This is an optimization exercise on Yosys and OpenROAD, whose aim is small area, a short achievable clock period and few clock cycles, not a production implementation. The RTL was checked by simulation tests, not by an equivalence proof against the original design. No activity file was given, so power comes from the tool's default toggle rates.

**run.sh**
```bash
#!/bin/bash
# synth_recipe.tcl (not shown) runs the flow's synth.tcl, then flattens the netlist and writes it again
# the make line also repeats each setting of config.mk as NAME=value (left out here)
make -C /OpenROAD-flow-scripts/flow DESIGN_CONFIG=/design/flow/config.mk WORK_HOME=/design/flow/orfs CLKGATE_MAP_FILE= SYNTH_SCRIPT=/design/flow/synth_recipe.tcl finish
```
**design.v**
```verilog
package edt_pkg;
  localparam int MAX_LEN_DEF = 16;
  localparam logic REG_BASE_LEN   = 1'b0;
  localparam logic REG_TARGET_LEN = 1'b1;
  localparam int MARK_INSERT_BIT = 0;
  localparam int MARK_REMOVE_BIT = 1;
  localparam int MARK_MATCH_BIT  = 2;
  localparam logic [1:0] KIND_MATCH  = 2'd0;
  localparam logic [1:0] KIND_INSERT = 2'd1;
  localparam logic [1:0] KIND_REMOVE = 2'd2;
  typedef enum logic [1:0] {
    ST_IDLE,
    ST_FILL,
    ST_READ,
    ST_EMIT
  } state_t;
  typedef struct packed {
    logic init;
    logic base_we;
  } cell_ctl_t;
endpackage
module edt_cell #(
  parameter int MAX_LEN  = edt_pkg::MAX_LEN_DEF,
  parameter int CELL_IDX = 0,
  localparam int LW = $clog2(MAX_LEN + 1),
  localparam int CW = $clog2(2 * MAX_LEN + 2)
) (
  input  logic                clk,
  input  logic                rst,
  input  edt_pkg::cell_ctl_t  ctl,
  input  logic [7:0]          load_sym,
  input  logic                i_valid,
  input  logic [LW-1:0]       i_x,
  input  logic [CW-1:0]       i_cost,
  input  logic [CW-1:0]       i_diag,
  input  logic [7:0]          i_sym,
  input  logic [LW-1:0]       rd_x,
  output logic                o_valid,
  output logic [LW-1:0]       o_x,
  output logic [CW-1:0]       o_cost,
  output logic [CW-1:0]       o_diag,
  output logic [7:0]          o_sym,
  output logic [7:0]          base_sym,
  output logic [CW-1:0]       cost,
  output logic [2:0]          rd_marks
);
  logic [2:0]    marks_mem [MAX_LEN+1];
  logic [CW-1:0] ins, rem, best_ir, best;
  logic          can_match;
  logic [2:0]    marks;
  always_comb begin
    ins       = i_cost + CW'(1);
    rem       = cost + CW'(1);
    can_match = (base_sym == i_sym);
    best_ir   = (ins < rem) ? ins : rem;
    best      = (can_match && (i_diag < best_ir)) ? i_diag : best_ir;
    marks                  = '0;
    marks[edt_pkg::MARK_INSERT_BIT] = (ins == best);
    marks[edt_pkg::MARK_REMOVE_BIT] = (rem == best);
    marks[edt_pkg::MARK_MATCH_BIT]  = can_match && (i_diag == best);
  end
  always_ff @(posedge clk) begin
    if (rst || ctl.init) begin
      o_valid <= 1'b0;
    end else begin
      o_valid <= i_valid;
    end
  end
  always_ff @(posedge clk) begin
    if (ctl.base_we) begin
      base_sym <= load_sym;
    end
    if (ctl.init) begin
      cost <= CW'(CELL_IDX + 1);
    end else if (i_valid) begin
      cost <= best;
    end
    o_x    <= i_x;
    o_cost <= best;
    o_diag <= cost;
    o_sym  <= i_sym;
  end
  always_ff @(posedge clk) begin
    if (i_valid) begin
      marks_mem[i_x] <= marks;
    end
    rd_marks <= marks_mem[rd_x];
  end
endmodule
module indel_edit_distance_traceback #(
  parameter int MAX_LEN = edt_pkg::MAX_LEN_DEF
) (
  input  logic         clk,
  input  logic         rst,
  input  logic         cfg_we,
  input  logic         cfg_index,
  input  logic [4:0]   cfg_data,
  input  logic         load_valid,
  output logic         load_ready,
  input  logic [3:0]   load_position,
  input  logic [7:0]   load_base_symbol,
  input  logic [7:0]   load_target_symbol,
  input  logic         load_last_load,
  output logic         result_valid,
  input  logic         result_ready,
  output logic [1:0]   result_op_kind,
  output logic [7:0]   result_op_symbol,
  output logic signed [4:0] result_base_index,
  output logic [5:0]   result_distance,
  output logic         result_last_op
);
  localparam int LW  = $clog2(MAX_LEN + 1);
  localparam int CW  = $clog2(2 * MAX_LEN + 2);
  localparam int AW  = (MAX_LEN > 1) ? $clog2(MAX_LEN) : 1;
  localparam int CNW = $clog2(2 * MAX_LEN + 4);
  edt_pkg::state_t state, state_next;
  logic [4:0]    base_length, target_length;
  logic [LW-1:0] blen_eff, tlen_eff, blen_q, tlen_q;
  logic [CNW-1:0] cnt, fill_end;
  logic [LW-1:0] tx, ty, nx, ny;
  logic [5:0]    dist_q;
  logic [7:0]    target_store [MAX_LEN];
  logic [AW-1:0] t_rd_addr;
  logic [7:0]    tsym_q;
  logic          f_valid;
  logic [LW-1:0] f_x;
  logic [CW-1:0] f_cost, f_diag;
  logic          c_valid [MAX_LEN];
  logic [LW-1:0] c_x     [MAX_LEN];
  logic [CW-1:0] c_cost  [MAX_LEN];
  logic [CW-1:0] c_diag  [MAX_LEN];
  logic [7:0]    c_sym   [MAX_LEN];
  logic [7:0]    c_bsym  [MAX_LEN];
  logic [CW-1:0] c_own   [MAX_LEN];
  logic [2:0]    c_marks [MAX_LEN];
  logic          load_fire, start, feed, fill_done, emit_fire;
  logic [AW-1:0] ysel, bsel;
  logic [2:0]    m_sel;
  logic [1:0]    kind;
  logic [7:0]    sym;
  logic [LW+5:0] tw;
  logic [CW+5:0] dw;
  assign blen_eff  = ({1'b0, base_length} > 6'(MAX_LEN)) ? LW'(MAX_LEN) : LW'(base_length);
  assign tlen_eff  = ({1'b0, target_length} > 6'(MAX_LEN)) ? LW'(MAX_LEN) : LW'(target_length);
  assign load_ready = (state == edt_pkg::ST_IDLE);
  assign load_fire = load_valid && load_ready;
  assign start     = load_fire && load_last_load;
  assign fill_end  = CNW'(tlen_q) + CNW'(MAX_LEN + 2);
  assign feed      = (state == edt_pkg::ST_FILL) && (cnt != '0) && (cnt <= CNW'(tlen_q));
  assign fill_done = (state == edt_pkg::ST_FILL) && (cnt == fill_end);
  assign emit_fire = (state == edt_pkg::ST_EMIT) && (!result_valid || result_ready);
  always_ff @(posedge clk) begin
    if (rst) begin
      base_length   <= 5'd15;
      target_length <= 5'd15;
    end else if (cfg_we) begin
      case (cfg_index)
        edt_pkg::REG_BASE_LEN:   base_length   <= cfg_data;
        edt_pkg::REG_TARGET_LEN: target_length <= cfg_data;
        default: ;
      endcase
    end
  end
  assign t_rd_addr = (state == edt_pkg::ST_FILL) ? AW'(cnt - CNW'(1)) : AW'(tx - LW'(1));
  always_ff @(posedge clk) begin
    if (load_fire && (load_position < tlen_eff)) begin
      target_store[AW'(load_position)] <= load_target_symbol;
    end
    tsym_q <= target_store[t_rd_addr];
  end
  always_ff @(posedge clk) begin
    if (rst || start) begin
      f_valid <= 1'b0;
    end else begin
      f_valid <= feed;
    end
    f_x <= LW'(cnt);
  end
  assign f_cost = CW'(f_x);
  assign f_diag = CW'(f_x) - CW'(1);
  for (genvar k = 0; k < MAX_LEN; k++) begin : g_cell
    edt_pkg::cell_ctl_t ctl;
    logic          li_valid;
    logic [LW-1:0] li_x;
    logic [CW-1:0] li_cost, li_diag;
    logic [7:0]    li_sym;
    assign ctl.init    = start;
    assign ctl.base_we = load_fire && (load_position < blen_eff) && (32'(load_position) == k);
    if (k == 0) begin : g_head
      assign li_valid = f_valid;
      assign li_x     = f_x;
      assign li_cost  = f_cost;
      assign li_diag  = f_diag;
      assign li_sym   = tsym_q;
    end else begin : g_link
      assign li_valid = c_valid[k-1];
      assign li_x     = c_x[k-1];
      assign li_cost  = c_cost[k-1];
      assign li_diag  = c_diag[k-1];
      assign li_sym   = c_sym[k-1];
    end
    edt_cell #(.MAX_LEN(MAX_LEN), .CELL_IDX(k)) u_cell (
      .clk      (clk),
      .rst      (rst),
      .ctl      (ctl),
      .load_sym (load_base_symbol),
      .i_valid  (li_valid),
      .i_x      (li_x),
      .i_cost   (li_cost),
      .i_diag   (li_diag),
      .i_sym    (li_sym),
      .rd_x     (tx),
      .o_valid  (c_valid[k]),
      .o_x      (c_x[k]),
      .o_cost   (c_cost[k]),
      .o_diag   (c_diag[k]),
      .o_sym    (c_sym[k]),
      .base_sym (c_bsym[k]),
      .cost     (c_own[k]),
      .rd_marks (c_marks[k])
    );
  end
  assign ysel = AW'(ty - LW'(1));
  assign bsel = AW'(blen_q - LW'(1));
  assign m_sel = c_marks[ysel];
  always_comb begin
    nx   = tx;
    ny   = ty;
    kind = edt_pkg::KIND_REMOVE;
    sym  = tsym_q;
    if (ty == '0) begin
      nx = tx - LW'(1);
    end else if (tx == '0) begin
      kind = edt_pkg::KIND_INSERT;
      sym  = c_bsym[ysel];
      ny   = ty - LW'(1);
    end else if (m_sel[edt_pkg::MARK_MATCH_BIT]) begin
      kind = edt_pkg::KIND_MATCH;
      nx   = tx - LW'(1);
      ny   = ty - LW'(1);
    end else if (m_sel[edt_pkg::MARK_INSERT_BIT]) begin
      kind = edt_pkg::KIND_INSERT;
      sym  = c_bsym[ysel];
      ny   = ty - LW'(1);
    end else begin
      nx = tx - LW'(1);
    end
  end
  assign tw = {6'd0, ty} - (LW+6)'(1);
  assign dw = (blen_q == '0) ? {6'd0, CW'(tlen_q)} : {6'd0, c_own[bsel]};
  always_ff @(posedge clk) begin
    if (rst) begin
      state <= edt_pkg::ST_IDLE;
    end else begin
      state <= state_next;
    end
  end
  always_comb begin
    state_next = state;
    case (state)
      edt_pkg::ST_IDLE: if (start) state_next = edt_pkg::ST_FILL;
      edt_pkg::ST_FILL: begin
        if (fill_done) begin
          state_next = ((blen_q == '0) && (tlen_q == '0)) ? edt_pkg::ST_IDLE : edt_pkg::ST_READ;
        end
      end
      edt_pkg::ST_READ: state_next = edt_pkg::ST_EMIT;
      edt_pkg::ST_EMIT: begin
        if (emit_fire) begin
          state_next = ((nx == '0) && (ny == '0)) ? edt_pkg::ST_IDLE : edt_pkg::ST_READ;
        end
      end
      default: state_next = edt_pkg::ST_IDLE;
    endcase
  end
  always_ff @(posedge clk) begin
    if (start) begin
      blen_q <= blen_eff;
      tlen_q <= tlen_eff;
      cnt    <= '0;
    end else if (state == edt_pkg::ST_FILL) begin
      cnt <= cnt + CNW'(1);
    end
    if (fill_done) begin
      tx     <= tlen_q;
      ty     <= blen_q;
      dist_q <= dw[5:0];
    end else if (emit_fire) begin
      tx <= nx;
      ty <= ny;
    end
  end
  always_ff @(posedge clk) begin
    if (rst) begin
      result_valid <= 1'b0;
    end else if (emit_fire) begin
      result_valid <= 1'b1;
    end else if (result_ready) begin
      result_valid <= 1'b0;
    end
  end
  always_ff @(posedge clk) begin
    if (emit_fire) begin
      result_op_kind    <= kind;
      result_op_symbol  <= sym;
      result_base_index <= tw[4:0];
      result_distance   <= dist_q;
      result_last_op    <= (nx == '0) && (ny == '0);
    end
  end
endmodule
```
**constraint.sdc**
```tcl
create_clock -name core_clock -period 7.0 [get_ports {clk}]
set_input_delay 1.4000 -clock core_clock [delete_from_list [all_inputs] [get_ports {clk}]]
set_output_delay 1.4000 -clock core_clock [all_outputs]
set_load 0.01 [all_outputs]
```
**config.mk**
```make
export PLATFORM = sky130hd
export DESIGN_NAME = indel_edit_distance_traceback
export DESIGN_NICKNAME = indel_edit_distance_traceback
export VERILOG_FILES = /design/flow/design.v
export SDC_FILE = /design/flow/constraint.sdc
export NUM_CORES = 4
export LEC_CHECK = 0
export CAP_MARGIN = 20
export CORE_MARGIN = 2
export CORE_UTILIZATION = 40
export SLEW_MARGIN = 20
```
==> reports/results.md <==
| Parameter | This run | Unit |
| --- | --- | --- |
| Post-CTS Setup Bufs | 0 | - |
| Power Density | 379 | mW/mm2 |
| Placement Cell Area | 0.0657 | mm2 |
| Antenna violations before repair | 4 | - |
| Transition time at the pin with the least slew margin | 1.07 | ns |
| Simple logic cell fraction of the synthesized area | 10.5 | % |
| Clock tree from TritonCTS | yes | - |
| Quantity of hold-fixing buffers added after cts | 0 | - |
| Number of sinks on the clock net | 1399 | - |
| Number of enable flip-flop cells after synthesis | 848 | - |
| Gr ovfl total | 0 | - |
| Maximum number of pins on one net before global-route repair | 91 | - |
| Yosys top cell area share | 40.6 | % |
| Crit path depth | 21 | - |
| Dominant synthesized flop cell | sky130_fd_sc_hd__edfxtp_1 | - |
| Portion of netlist area occupied by mux cells | 11.1 | % |
| Most Frequent Cell on Critical Path | sky130_fd_sc_hd__ha_1 | - |
| Worst slew slack as a fraction of its limit | 27.8 | % |
| Mean number of vias per cell | 5.40 | - |
| Worst setup SP type | flop | - |
| Final critical-path required period | 6.10 | ns |
| Max H-tree Level | 4 | - |
| CP Cell Sequence | ha_1 > nand3_1 > xor2_1 > inv_1 > ha_1 > o21ai_0 > o21ai_1 > nor2_1 > a21oi_1 > inv_1 > ha_1 > a21o_1 > a21o_1 > a211o_1 > or3_1 > a211o_1 > nand2_1 > mux2i_1 > xnor2_1 > nor4_2 > buf_4 | - |
| Number of distinct library cells after synthesis | 86 | - |
| FF+latch area | 0.0365 | mm2 |
| Final setup violation count | 0 | - |
| Number of pins exceeding their max-slew limit in the final report | 0 | - |
| Clk_skew | 0.0630 | ns |
| Placer's final routability congestion estimate | 0.878 | - |
| Highest fanout seen on the critical path | 17 | - |
| Number of cells traversed by the worst register-to-register path | 21 | - |
| Final routed wire length divided by cell count | 22.4 | um |
| Worst Setup Path Type | flop to flop | - |
| Avg Cell Area, Syn | 12.7 | um2 |
| Num rows | 145 | - |
| Synth area leader | sky130_fd_sc_hd__edfxtp_1 | - |
| Root Buffer | sky130_fd_sc_hd__clkbuf_16 | - |
| Number of hold-slack violations in the final timing report | 0 | - |
| Count of buffer and inverter cells on the critical path | 3 | - |
| Fraction of the mapped netlist area in compound gates | 6.79 | % |
| Signed area change from the synthesized netlist to the final layout | 13.2 | % |
| Adder-cell share of the synthesized area | 4.33 | % |
| DP Cell Count | 6951 | - |
| Vias | 39.1k | - |
| Fillcell total | 13.9k | - |
| Critical path's largest stage delay | 0.72 | ns |
| Number of cells produced by synthesis | 4951 | - |
| Flip-flop and latch count after synthesis | 1399 | - |
| Std-Cell Core Area | 0.156 | mm2 |
| Top cells by area, synth | sky130_fd_sc_hd__edfxtp_1, sky130_fd_sc_hd__dfxtp_1, sky130_fd_sc_hd__mux4_2, sky130_fd_sc_hd__ha_1, sky130_fd_sc_hd__xor2_1 | - |
| Remaining routing DRC violations | 0 | - |
| Type of the worst min-delay path | flop to flop | - |
| Post-route worst setup slack | 0.901 | ns |
| Vertical die dimension | 400 | um |
| Starting density of the core | 40.2 | % |
| Combinational family with the most area after synthesis | multiplexers | - |
| Hold Worst Slack | 0.358 | ns |
| Die area | 0.160 | mm2 |
| Utilization of the core after routing | 45.5 | % |
| Post-detailed-route count of antenna-violating nets | 0 | - |
| Max-capacitance violation count | 0 | - |
| Post-Layout Cell Count | 7232 | - |
| Yosys warning count | 25 | - |
| Hold depth | 0 | - |
| Data required, critical path | 7.63 | ns |
| Global-route wire length before repair | 244000 | um |
| GRT Total Usage | 20.3 | % |
| Max Buffers Root-to-Sink | 3 | - |
| Hpwl dp | 118000 | um |
| Combined area of all synthesized cells | 0.0627 | mm2 |
| Portion of the clock cycle consumed by the worst path in the final layout | 87.1 | % |
| Most frequent cells in the layout | sky130_fd_sc_hd__edfxtp_1, sky130_fd_sc_hd__dfxtp_1, sky130_fd_sc_hd__nor2_1 | - |
| Non-Filler Cell Area, Final | 0.0709 | mm2 |
| Category of the worst setup path capture point | flop | - |
| Cell type of the slowest stage on the worst timing path | sky130_fd_sc_hd__o21ai_1 | - |
| DR pass1 iterations | 6 | - |
| Number of buffers added by the clock tree synthesis step | 150 | - |
| Cell leakage power | 26.0 | nW |
| Total Power | 26.8 | mW |
| Worst vdd ir | 245 | uV |
| Overall die width | 400 | um |
| Commonest non-fill, non-tap cell in the layout | sky130_fd_sc_hd__edfxtp_1 | - |
| Area occupied by multi-input gates | 0.0246 | mm2 |
| Initial detailed-routing violation count | 3375 | - |
| Share of post-route cells with drive strength above 1 | 11.7 | % |
| Share of synthesized flip-flops with an asynchronous set or reset | 0 | % |
| Clock latency at the later pin of the worst-skew pair | 0.82 | ns |
| XOR/XNOR Fraction of Synth Area | 6.26 | % |
| Worst EP arrival | 6.73 | ns |
| Final TNS setup | 0 | ns |
| Maximum clock frequency | 164 | MHz |
| Mapped Nets | 5200 | - |
| Dominant delay contributor by cell family on the critical path | compound AO/OA/AOI/OAI gates | - |
| Outcome | timing/DRC/antenna clean | - |
| Final Routed Wirelength | 162000 | um |
| I/O Buffers | 55 | - |
| Share of synthesized area occupied by flip-flops and latches | 58.2 | % |
| Number of gates resized after CTS | 0 | - |
| RSZ-0062 raised after global routing | false | - |
| Total Nets Final | 5294 | - |
| Reg clk slew, reported paths | 0.06 | ns |
| Worst-case setup slack after placement | 0.982 | ns |
| Via count of the first global-routing pass | 38.7k | - |
| Number of primary I/O pins | 56 | - |
synth_stat cells, types with 15 or more instances:
| cell | count |
|---|---|
| sky130_fd_sc_hd__edfxtp_1 | 848 |
| sky130_fd_sc_hd__dfxtp_1 | 551 |
| sky130_fd_sc_hd__nor2_1 | 459 |
| sky130_fd_sc_hd__inv_1 | 296 |
| sky130_fd_sc_hd__xor2_1 | 270 |
| sky130_fd_sc_hd__nand2_1 | 243 |
| sky130_fd_sc_hd__ha_1 | 217 |
| sky130_fd_sc_hd__mux4_2 | 196 |
| sky130_fd_sc_hd__mux2i_1 | 192 |
| sky130_fd_sc_hd__nand3_1 | 180 |
| sky130_fd_sc_hd__xnor2_1 | 178 |
| sky130_fd_sc_hd__o21ai_0 | 138 |
| sky130_fd_sc_hd__a21oi_1 | 124 |
| sky130_fd_sc_hd__clkbuf_1 | 122 |
| sky130_fd_sc_hd__a211oi_1 | 77 |
| sky130_fd_sc_hd__nor2b_1 | 73 |
| sky130_fd_sc_hd__nand2b_1 | 69 |
| sky130_fd_sc_hd__nand4_1 | 57 |
| sky130_fd_sc_hd__mux2_2 | 52 |
| sky130_fd_sc_hd__a22oi_1 | 51 |
| sky130_fd_sc_hd__nor3_1 | 47 |
| sky130_fd_sc_hd__nor4_1 | 46 |
| sky130_fd_sc_hd__a21o_1 | 37 |
| sky130_fd_sc_hd__and3_1 | 37 |
| sky130_fd_sc_hd__and2_1 | 34 |
| sky130_fd_sc_hd__o21a_1 | 29 |
| sky130_fd_sc_hd__o21bai_1 | 22 |
| sky130_fd_sc_hd__nor3b_1 | 21 |
| sky130_fd_sc_hd__buf_1 | 19 |
| sky130_fd_sc_hd__buf_2 | 18 |
| sky130_fd_sc_hd__or3_1 | 16 |
| sky130_fd_sc_hd__a31oi_1 | 15 |
path summary, 6_finish.rpt:
| check | from | to | slack [ns] |
|---|---|---|---|
| worst min-delay path | g_cell[3].u_cell.o_sym[3] | g_cell[4].u_cell.o_sym[3] | 0.36 |
| worst min register to register | g_cell[3].u_cell.o_sym[3] | g_cell[4].u_cell.o_sym[3] | 0.36 |
| worst max-delay path | g_cell[12].u_cell.o_cost[0] | g_cell[13].u_cell.marks_mem[12][0] | 0.90 |
| worst max register to register | g_cell[12].u_cell.o_cost[0] | g_cell[13].u_cell.marks_mem[12][0] | 0.90 |
state kept, by name (all words and copies together), names as in the netlist, 5 cells and up:
name	flops
result_op_symbol	8
tlen_q	5
base_length	5
result_base_index	5
target_store	128
dist_q	6
tsym_q	8
g_cell.u_cell.o_cost	90
target_length	5
g_cell.u_cell.o_diag	90
g_cell.u_cell.o_valid	15
g_cell.u_cell.rd_marks	32
tx	5
cnt	6
f_x	5
g_cell.u_cell.marks_mem	544
g_cell.u_cell.o_sym	120
g_cell.u_cell.base_sym	128
result_distance	6
ty	5
g_cell.u_cell.o_x	75
g_cell.u_cell.cost	96
blen_q	5
power breakdown:
part,switching (mW),total [mW],internal (mW),leakage (nW)
Clock,3.44,8.23,4.79,2.52
Combinational,4.91,8.02,3.11,11.3
Sequential,0.591,10.6,10.0,12.1
worst register-to-register path, cell delays in order, from the launching register on:
cell	delay (ns)
sky130_fd_sc_hd__dfxtp_1	0.46
sky130_fd_sc_hd__ha_1	0.23
sky130_fd_sc_hd__nand3_1	0.10
sky130_fd_sc_hd__xor2_1	0.22
sky130_fd_sc_hd__inv_1	0.11
sky130_fd_sc_hd__ha_1	0.28
sky130_fd_sc_hd__o21ai_0	0.10
sky130_fd_sc_hd__o21ai_1	0.72
sky130_fd_sc_hd__nor2_1	0.11
sky130_fd_sc_hd__a21oi_1	0.36
sky130_fd_sc_hd__inv_1	0.08
sky130_fd_sc_hd__ha_1	0.30
sky130_fd_sc_hd__a21o_1	0.18
sky130_fd_sc_hd__a21o_1	0.17
sky130_fd_sc_hd__a211o_1	0.32
sky130_fd_sc_hd__or3_1	0.33
sky130_fd_sc_hd__a211o_1	0.33
sky130_fd_sc_hd__nand2_1	0.40
sky130_fd_sc_hd__mux2i_1	0.38
sky130_fd_sc_hd__xnor2_1	0.12
sky130_fd_sc_hd__nor4_2	0.34
sky130_fd_sc_hd__buf_4	0.28
routing by layer:
layer	track usage, %	wire length, um
met2	32.0	74800
met1	29.2	75000
met4	4.87	3160
met5	0	0
met3	3.24	9250
final cells by class:
cell class / count / share of cell area [%]
timing repair buffer: 105 / 1.32
sequential: 1399 / 51.5
tap: 2058 / 3.63
antenna: 3 / 0.0106
inverter: 297 / 1.57
clock buffer: 205 / 6.03
multi-input combinational: 3092 / 34.6
clock inverter: 73 / 1.34
cell families after synthesis:
kind of cell               Yosys count
DFF                               1399
and+or+nand+nor                   1353
buffers and inverters              460
xor gates and xnor gates           448
muxes                              442
AOI/OAI and AO/OA                  632
adders and majority gates          217
Testbench counts, summed over its fixed seeds: cycles 99,580.

## afterwards: timing with drivers on the ports
The flow's constraints put no driver on any port. The routed layout listed below was extracted and timed again, unchanged, in two steps. Step 1 (the two cells are an assumption about what drives the block):
set clk [get_ports {clk}]
set_driving_cell -lib_cell sky130_fd_sc_hd__clkbuf_16 $clk
set_driving_cell -lib_cell sky130_fd_sc_hd__buf_2 [delete_from_list [all_inputs] $clk]
Step 2, shift: input delay + t, output delay - t, t = (earliest + latest rising clock arrival at the registers) / 2. This alone moves slack from input paths to output paths. Three values: no drivers, after step 1, after step 2; two values: the first two.
t, ns: 0.869
setup slack, ns: 0.901 / 0.901 / 0.901
worst register clock-pin slew, ns: 0.07 / 0.07
worst data-port slew with drivers (ns): 0.16
After both steps setup and hold are still met in this run. The setup slack of this run moves by 0.000 ns with the drivers and by 0.000 ns with both steps.
